This is an optimization exercise on Yosys and OpenROAD, whose aim is small area, a short achievable clock period and few clock cycles, not a production implementation.
The RTL was checked by simulation tests, not by an equivalence proof against the original design.
Power is estimated from default activity; no workload was simulated.

==> constraint.sdc <==
create_clock -name core_clock -period 8.0 [get_ports {clk}]
set_input_delay 1.6000 -clock core_clock [delete_from_list [all_inputs] [get_ports {clk}]]
set_output_delay 1.6000 -clock core_clock [all_outputs]
set_load 0.01 [all_outputs]
==> run.sh <==
#!/bin/bash
# synth_recipe.tcl (not shown) runs the flow's synth.tcl, then flattens the netlist and writes it again
# the make line also repeats each setting of config.mk as NAME=value (left out here)
make -C /OpenROAD-flow-scripts/flow DESIGN_CONFIG=/design/flow/config.mk WORK_HOME=/design/flow/orfs CLKGATE_MAP_FILE= SYNTH_SCRIPT=/design/flow/synth_recipe.tcl finish
==> config.mk <==
export PLATFORM = sky130hd
export DESIGN_NAME = timed_release_delay_queue
export DESIGN_NICKNAME = timed_release_delay_queue
export VERILOG_FILES = /design/flow/design.v
export SDC_FILE = /design/flow/constraint.sdc
export NUM_CORES = 4
export LEC_CHECK = 0
export CAP_MARGIN = 20
export CORE_MARGIN = 2
export CORE_UTILIZATION = 30
export SLEW_MARGIN = 20
export SYNTH_MEMORY_MAX_BITS = 8192
==> design.v <==
package trdq_pkg;
	localparam int QUEUE_DEPTH = 64;
	localparam int TAG_W  = 16;
	localparam int DLY_W  = 16;
	localparam int XFER_W = 16;
	localparam int ACC_W  = 20;
	localparam int NOW_W  = 16;
	localparam int LAG_W  = 7;
	localparam logic [1:0] STAT_NONE = 2'd0;
	localparam logic [1:0] STAT_REL  = 2'd1;
	localparam logic [1:0] STAT_ENQ  = 2'd2;
	localparam logic [1:0] STAT_DROP = 2'd3;
endpackage
import trdq_pkg::*;
module trdq_alu (
	input  logic               clk,
	input  logic               arst_n,
	input  logic               in_v,
	input  logic [1:0]         in_st,
	input  logic [TAG_W-1:0]   in_tag,
	input  logic [DLY_W-1:0]   in_dly,
	input  logic [LAG_W-1:0]   in_now,
	input  logic [LAG_W-1:0]   in_rel,
	output logic               done,
	output logic [1:0]         status,
	output logic [TAG_W-1:0]   released_tag,
	output logic [XFER_W-1:0]  transit_ms,
	output logic [ACC_W-1:0]   mean_transit_q4,
	output logic [ACC_W-1:0]   jitter_q4
);
	logic               s2_v;
	logic [1:0]         s2_st;
	logic [TAG_W-1:0]   s2_tag;
	logic [XFER_W-1:0]  s2_tr;
	logic               s2_sat;
	logic [ACC_W-1:0]   mean_q;
	logic [LAG_W-1:0]   lag;
	logic [DLY_W:0]     t;
	logic [XFER_W-1:0]  tr;
	logic [ACC_W:0]     mean_sum;
	assign lag      = in_now - in_rel + LAG_W'(1);
	assign t        = {1'b0, in_dly} + (DLY_W+1)'(lag);
	assign tr       = t[DLY_W] ? '1 : t[XFER_W-1:0];
	assign mean_sum = (ACC_W+1)'(mean_q) - (ACC_W+1)'(mean_q >> 4) + (ACC_W+1)'(tr);
	always_ff @(posedge clk or negedge arst_n) begin
		if (!arst_n) begin
			s2_v   <= 1'b0;
			mean_q <= '0;
		end else begin
			s2_v <= in_v;
			if (in_v && in_st == STAT_REL)
				mean_q <= mean_sum[ACC_W-1:0];
		end
	end
	always_ff @(posedge clk) begin
		s2_st  <= in_st;
		s2_tag <= in_tag;
		s2_tr  <= tr;
		s2_sat <= t[DLY_W];
	end
	logic               s3_v;
	logic [1:0]         s3_st;
	logic [TAG_W-1:0]   s3_tag;
	logic [XFER_W-1:0]  s3_tr;
	logic [ACC_W-1:0]   s3_mean;
	logic [ACC_W-1:0]   jit_q;
	logic [ACC_W-1:0]   tq;
	logic [ACC_W:0]     dif;
	logic [ACC_W-1:0]   dabs;
	logic [ACC_W:0]     jit_sum;
	logic               s2_rel;
	assign s2_rel  = (s2_st == STAT_REL);
	assign tq      = {s2_tr, {4{s2_sat}}};
	assign dif     = {1'b0, tq} - {1'b0, mean_q};
	assign dabs    = dif[ACC_W] ? (mean_q - tq) : dif[ACC_W-1:0];
	assign jit_sum = (ACC_W+1)'(jit_q) - (ACC_W+1)'(jit_q >> 4) + (ACC_W+1)'(dabs >> 4);
	always_ff @(posedge clk or negedge arst_n) begin
		if (!arst_n) begin
			s3_v  <= 1'b0;
			jit_q <= '0;
		end else begin
			s3_v <= s2_v;
			if (s2_v && s2_rel)
				jit_q <= jit_sum[ACC_W-1:0];
		end
	end
	always_ff @(posedge clk) begin
		s3_st   <= s2_st;
		s3_tag  <= s2_rel ? s2_tag : '0;
		s3_tr   <= s2_rel ? s2_tr : '0;
		s3_mean <= mean_q;
	end
	assign done            = s3_v;
	assign status          = s3_st;
	assign released_tag    = s3_tag;
	assign transit_ms      = s3_tr;
	assign mean_transit_q4 = s3_mean;
	assign jitter_q4       = jit_q;
endmodule
import trdq_pkg::*;
module trdq_ram (
	input  logic                clk,
	input  logic                arst_n,
	input  logic                in_v,
	input  logic                in_op,
	input  logic [TAG_W-1:0]    in_tag,
	input  logic [DLY_W-1:0]    in_dly,
	output logic                out_v,
	output logic [1:0]          out_st,
	output logic [TAG_W-1:0]    out_tag,
	output logic [DLY_W-1:0]    out_dly,
	output logic [LAG_W-1:0]    out_now,
	output logic [LAG_W-1:0]    out_rel
);
	localparam int N = QUEUE_DEPTH;
	logic [N-1:0]       vld_q;
	logic [N-1:0]       due_q;
	logic [TAG_W-1:0]   tag_q [N];
	logic [NOW_W-1:0]   rel_q [N];
	logic [DLY_W-1:0]   dly_q [N];
	logic [NOW_W-1:0]   now_q;
	logic [NOW_W-1:0]   now2_q;
	function automatic [N-1:0] suffix_or(input logic [N-1:0] x);
		logic [N-1:0] s;
		integer d;
		s = x;
		for (d = 1; d < N; d = d * 2)
			s = s | (s >> d);
		suffix_or = s;
	endfunction
	function automatic [N-1:0] prefix_and(input logic [N-1:0] x);
		logic [N-1:0] s;
		logic [N-1:0] m;
		integer d;
		s = x;
		for (d = 1; d < N; d = d * 2) begin
			m = ~('1 << d);
			s = s & ((s << d) | m);
		end
		prefix_and = s;
	endfunction
	logic [N-1:0] due_or;
	logic [N-1:0] sel;
	logic [N-1:0] vld_and;
	logic [N-1:0] room;
	logic [N-1:0] hit;
	logic         full;
	logic         enq;
	logic         tick;
	assign due_or  = suffix_or(due_q);
	assign sel     = due_q & ~(due_or >> 1);
	assign vld_and = prefix_and(vld_q);
	assign room    = {vld_and[N-2:0], 1'b1};
	assign full    = vld_and[N-1];
	assign enq     = in_v && in_op && !full;
	assign tick    = in_v && !in_op;
	always_comb begin
		for (int i = 0; i < N; i++)
			hit[i] = vld_q[i] && (rel_q[i] == now2_q);
	end
	always_ff @(posedge clk or negedge arst_n) begin
		if (!arst_n) begin
			vld_q  <= '0;
			due_q  <= '0;
			now_q  <= '0;
			now2_q <= NOW_W'(2);
		end else begin
			if (enq) begin
				for (int i = 0; i < N; i++) begin
					if (room[i]) begin
						vld_q[i] <= 1'b1;
						due_q[i] <= (i == 0) ? (in_dly <= DLY_W'(1)) : due_q[i-1];
					end
				end
			end else if (tick) begin
				now_q  <= now_q + NOW_W'(1);
				now2_q <= now2_q + NOW_W'(1);
				vld_q  <= vld_q & ~sel;
				due_q  <= (due_q | hit) & ~sel;
			end
		end
	end
	always_ff @(posedge clk) begin
		for (int i = 0; i < N; i++) begin
			if (enq && room[i]) begin
				tag_q[i] <= (i == 0) ? in_tag : tag_q[i-1];
				rel_q[i] <= (i == 0) ? now_q + NOW_W'(in_dly) : rel_q[i-1];
				dly_q[i] <= (i == 0) ? in_dly : dly_q[i-1];
			end
		end
	end
	logic [TAG_W-1:0] rd_tag;
	logic [DLY_W-1:0] rd_dly;
	logic [LAG_W-1:0] rd_rel;
	always_comb begin
		rd_tag = '0;
		rd_dly = '0;
		rd_rel = '0;
		for (int i = 0; i < N; i++) begin
			rd_tag = rd_tag | (tag_q[i] & {TAG_W{sel[i]}});
			rd_dly = rd_dly | (dly_q[i] & {DLY_W{sel[i]}});
			rd_rel = rd_rel | (rel_q[i][LAG_W-1:0] & {LAG_W{sel[i]}});
		end
	end
	always_ff @(posedge clk or negedge arst_n) begin
		if (!arst_n)
			out_v <= 1'b0;
		else
			out_v <= in_v;
	end
	always_ff @(posedge clk) begin
		out_st  <= in_op ? (full ? STAT_DROP : STAT_ENQ) : (due_or[0] ? STAT_REL : STAT_NONE);
		out_tag <= rd_tag;
		out_dly <= rd_dly;
		out_rel <= rd_rel;
		out_now <= now_q[LAG_W-1:0];
	end
endmodule
import trdq_pkg::*;
module timed_release_delay_queue
(
	input  logic                clk,
	input  logic                arst_n,
	input  logic                start,
	output logic                busy,
	input  logic                opcode,
	input  logic [TAG_W-1:0]    seq_tag,
	input  logic [DLY_W-1:0]    delay_ms,
	output logic                done,
	output logic [1:0]          status,
	output logic [TAG_W-1:0]    released_tag,
	output logic [XFER_W-1:0]   transit_ms,
	output logic [ACC_W-1:0]    mean_transit_q4,
	output logic [ACC_W-1:0]    jitter_q4
);
	logic              w_v;
	logic              w_op;
	logic [TAG_W-1:0]  w_tag;
	logic [DLY_W-1:0]  w_dly;
	always_ff @(posedge clk or negedge arst_n) begin
		if (!arst_n)
			w_v <= 1'b0;
		else
			w_v <= start;
	end
	always_ff @(posedge clk) begin
		w_op  <= opcode;
		w_tag <= seq_tag;
		w_dly <= delay_ms;
	end
	assign busy = 1'b0;
	logic              q_v;
	logic [1:0]        q_st;
	logic [TAG_W-1:0]  q_tag;
	logic [DLY_W-1:0]  q_dly;
	logic [LAG_W-1:0]  q_now;
	logic [LAG_W-1:0]  q_rel;
	trdq_ram u_ram (
		.clk     (clk),
		.arst_n  (arst_n),
		.in_v    (w_v),
		.in_op   (w_op),
		.in_tag  (w_tag),
		.in_dly  (w_dly),
		.out_v   (q_v),
		.out_st  (q_st),
		.out_tag (q_tag),
		.out_dly (q_dly),
		.out_now (q_now),
		.out_rel (q_rel)
	);
	trdq_alu u_alu (
		.clk             (clk),
		.arst_n          (arst_n),
		.in_v            (q_v),
		.in_st           (q_st),
		.in_tag          (q_tag),
		.in_dly          (q_dly),
		.in_now          (q_now),
		.in_rel          (q_rel),
		.done            (done),
		.status          (status),
		.released_tag    (released_tag),
		.transit_ms      (transit_ms),
		.mean_transit_q4 (mean_transit_q4),
		.jitter_q4       (jitter_q4)
	);
endmodule
==> impl_metrics.env <==
export IMPL_outcome="no timing/DRC/antenna violations"
export IMPL_crit_start="u_alu.mean_q[9]"
export IMPL_synth_xor_area_share_pct=7.195
export IMPL_stdcell_count=15320
export IMPL_worst_r2r_cell_count=24
export IMPL_critical_path_class="register to register"
export IMPL_synth_area_mux_share_pct=0.1130
export IMPL_syn_area_mm2=0.1373
export IMPL_drive_gt1_share_pct=9.355
export IMPL_htreeDepth=5
export IMPL_clk_pin_slew_worst_paths_ns=0.06
export IMPL_synth_ff_type="edfxtp_1"
export IMPL_syn_avg_cell_area_um2=15.55
export IMPL_synthSimpleGateAreaFrac_pct=6.805
export IMPL_route_detailed_drc=0
export IMPL_path_max_fanout=20
export IMPL_synth_seq_cells=3446
export IMPL_post_route_util_pct=34.46
export IMPL_ys_seq_area_share_pct=73.38
export IMPL_ff2ff_setup_slack_ns=1.52
export IMPL_core_mm2=0.4561
export IMPL_ctsResizeCount=0
export IMPL_root_buffer="clkbuf_16"
export IMPL_tightestPinTransition_ns=1.312
export IMPL_slew_headroom_pct=12.51
export IMPL_cts_hold_buf=0
export IMPL_grt_pass1_wl_mm=617.3
export IMPL_synthAdderAreaFrac_pct=1.531
export IMPL_async_flop_share_pct=5.920
export IMPL_crit_path_end_kind="register"
export IMPL_syn2layout_area_growth_pct=14.49
export IMPL_rsz0062_at_grt="false"
export IMPL_yosysUniqueCellTypes=88
export IMPL_drv_slew=0
export IMPL_p_leak_nw=49.05
export IMPL_fill_cells=43490
export IMPL_timing_rr_start="u_alu.mean_q[9]"
export IMPL_fp_row_count=248
export IMPL_synth_fp_nets=9011
export IMPL_cp_required_ns=8.76
export IMPL_ant_nets=0
export IMPL_finClkSkew_ns=0.07472
export IMPL_cts_buffers_inserted=350
export IMPL_gp_congestion=0.9028
export IMPL_dieArea_mm2=0.4631
export IMPL_fin_crit_sh_pct=80.96
export IMPL_startpoint_type="register"
export IMPL_grt_overflow_total=0
export IMPL_synth_compound_area_share_pct=9.105
export IMPL_setup_viol=0
export IMPL_io_buffers=110
export IMPL_synth_edff_count=3072
export IMPL_wl_mm=438.3
export IMPL_dp_cells=14690
export IMPL_viasPerCell=5.486
export IMPL_fmax_ghz=0.1544
export IMPL_grt_pass1_vias=81050
export IMPL_postCtsSetupBuffers=0
export IMPL_track_usage_pct=18.22
export IMPL_fin_crit_ns=6.477
export IMPL_clock_path_buffers=4
export IMPL_io_pin_count=112
export IMPL_final_nets=9221
export IMPL_critical_path_endpoint="u_alu.jit_q[19]"
export IMPL_drtIter0Drc=13120
export IMPL_cp_arrival_ns=7.24
export IMPL_clock_sinks=3446
export IMPL_p_per_area_mw_per_mm2=321.9
export IMPL_synth_top_family_by_area="compound AO/OA/AOI/OAI gates"
export IMPL_start_util_pct=30.10
export IMPL_holdWs_ns=0.3154
export IMPL_via_count=84020
export IMPL_grt_antenna_before_repair=17
export IMPL_maxCapViolations=0
export IMPL_die_h_um=680.5
export IMPL_dpl_hpwl_mm=291.9
export IMPL_cts_tree="yes"
export IMPL_tns_ns=0
export IMPL_die_x_um=680.5
export IMPL_grt_start_max_net_pins=126
export IMPL_first_pass_iters=9
export IMPL_r2r_end="u_alu.jit_q[19]"
export IMPL_synthCells=8828
export IMPL_ir_drop_v=0.0006826
export IMPL_final_hold_viol_count=0
export IMPL_total_power_mw=50.61
export IMPL_wl_per_cell_um=28.61
export IMPL_holdCritPathClass="register to register"
export IMPL_clock_latency_ns=0.93
export IMPL_ys_warnings_count=6
stage by stage:
stage,area (um^2),setup slack [ns]
after floorplan,137300,1.224
after global placement,146200,1.471
after detailed placement,146200,1.494
after CTS,157200,1.444
after global routing,157200,1.067
final,157200,1.523
worst min-delay path by stage:
stage	start	end	cells after the start
after global routing	u_ram.out_tag[8]	u_alu.s2_tag[8]	0
after detailed placement	u_ram.out_tag[11]	u_alu.s2_tag[11]	0
after global placement	u_ram.out_tag[8]	u_alu.s2_tag[8]	0
after floorplan	u_ram.out_tag[0]	u_alu.s2_tag[0]	0
after CTS	u_ram.out_tag[8]	u_alu.s2_tag[8]	0
final	u_ram.out_tag[8]	u_alu.s2_tag[8]	0
cells in the mapped netlist, types with 11 or more instances:
master     instances  area [um^2]
edfxtp_1        3072        92250
nand2_1          654         2455
xnor2_1          633         5544
xor2_1           495         4335
a22oi_1          491         3686
nand4_1          300         1877
clkbuf_1         233        874.6
a21oi_1          219         1096
a222oi_1         208         2082
dfrtp_1          203         5080
nand3_1          195        975.9
dfxtp_1          170         3403
o21ai_0          164        820.8
inv_1            156        585.6
nor4_1           146        913.4
buf_2            137        685.7
a221oi_1         136         1191
a22o_1           130         1139
ha_1             112         1401
nor3_1           112        560.5
nor2_1           108        405.4
buf_1             97        364.1
and3_1            62        387.9
and2_1            54        337.8
a211oi_1          47        352.8
a21o_1            46        345.3
fa_1              35        700.7
a221o_1           33        330.3
o211ai_1          28        210.2
and4_1            27        236.5
or3_1             22        137.6
a2111oi_0         21        183.9
nor2b_1           21        131.4
or4_1             16        120.1
a21boi_0          15        112.6
a31oi_1           14        87.58
nand2b_1          14        87.58
nand4b_1          12        105.1
nor4b_1           12        105.1
o31ai_1           12        90.09
a211o_1           11        96.34
mux2i_1           11        110.1
o21bai_1          11        82.58
sequential cells by signal, summed over array words and instances (netlist names), 20 cells and up:
signal / cells
u_ram.due_q: 64
u_ram.vld_q: 64
u_ram.tag_q: 1024
u_alu.jit_q: 20
u_ram.rel_q: 1024
u_alu.mean_q: 20
u_ram.dly_q: 1024
u_alu.s3_mean: 20
routing by layer:
layer  part of all wire [%]  GRT usage (%)  vias to the layer above
met3                     12          4.684                      634
met5                  0.010              0                        -
met1                     41          25.29                    43040
met2                     45          28.48                     5327
met4                    2.5          4.425                        8
li1                       -              -                    35010
layout by cell type, fill, tap and decap left out, types with 112 or more instances in the layout:
| cell type | count |
|---|---|
| edfxtp_1 | 3072 |
| nand2_1 | 654 |
| xnor2_1 | 633 |
| xor2_1 | 495 |
| a22oi_1 | 491 |
| clkbuf_16 | 360 |
| nand4_1 | 300 |
| a21oi_1 | 219 |
| buf_4 | 211 |
| a222oi_1 | 208 |
| nand3_1 | 195 |
| dfrtp_1 | 186 |
| dfxtp_1 | 170 |
| o21ai_0 | 164 |
| nor4_1 | 136 |
| a221oi_1 | 136 |
| a22o_1 | 130 |
| ha_1 | 112 |
power by group:
part | switching [mW] | internal (mW)
sequential | 1.01 | 20.2
clock | 6.95 | 9.20
combinational | 7.86 | 5.40
total | 15.8 | 34.8
final cells by class:
| type | instances | area, um^2 | area share (%) |
|---|---|---|---|
| multi-input cells | 4750 | 34390 | 21.88 |
| diodes | 5 | 12.51 | 0.007959 |
| clock buffers | 475 | 9590 | 6.101 |
| inverters | 159 | 605.6 | 0.3852 |
| clock inverters | 150 | 1401 | 0.8914 |
| flip-flops and latches | 3446 | 100800 | 64.13 |
| repair buffers | 331 | 2875 | 1.829 |
| well taps | 6000 | 7507 | 4.775 |
worst max-delay path, cell delays in order (launching register included):
cell and delay (ns):
dfrtp_1 0.48, inv_1 0.13, ha_1 0.44, a211oi_1 0.33, o21ai_0 0.17, a221o_1 0.36
nor3_1 0.15, a21oi_1 0.11, a21oi_1 0.30, o21bai_2 0.08, buf_4 0.23, mux2i_1 0.20
xor2_1 0.21, fa_1 0.46, ha_1 0.30, a211oi_1 0.35, o21ai_0 0.21, nand2_1 0.11
o21ai_0 0.16, a2111oi_0 0.71, o21ai_0 0.22, a31oi_1 0.26, xnor2_1 0.14, nor2_1 0.06
xnor2_1 0.14
cells by family (layout without fill, tap and decap cells):
family / Yosys count / count (layout)
AOI/OAI and AO/OA: 1653 / 1653
xor gates and xnor gates: 1128 / 1128
adders and majority gates: 147 / 147
buffers and inverters: 632 / 1115
DFF: 3446 / 3446
muxes: 15 / 15
other: 1 / 6
and+or+nand+nor: 1806 / 1806
Testbench counts, summed over its fixed seeds: cycles 12,032.

-- afterwards: timing with drivers on the ports --
How much do the figures lean on ideal ports? The routed layout below was timed once more, with nothing changed but the port constraints.
Step 1: set_driving_cell puts a clkbuf_16 on clk and a buf_2 on each other input, an assumption about the parent block.
Step 2 also shifts input and output timing later by t, the mid clock arrival at the registers, as if the neighbouring blocks saw the same clock.
Three values: no drivers, after step 1, after step 2; two values: the first two.
t (ns): 1.014
setup WS [ns]: 1.523 / 1.523 / 1.523
hold WS [ns]: 0.315 / 0.315 / 0.315
worst setup path at the end: register to register
worst register clock-pin slew, ns: 0.07 / 0.07
After both steps this run still meets setup and hold. For this run, drivers alone change the setup slack by 0.000 ns; drivers and shift together by 0.000 ns.
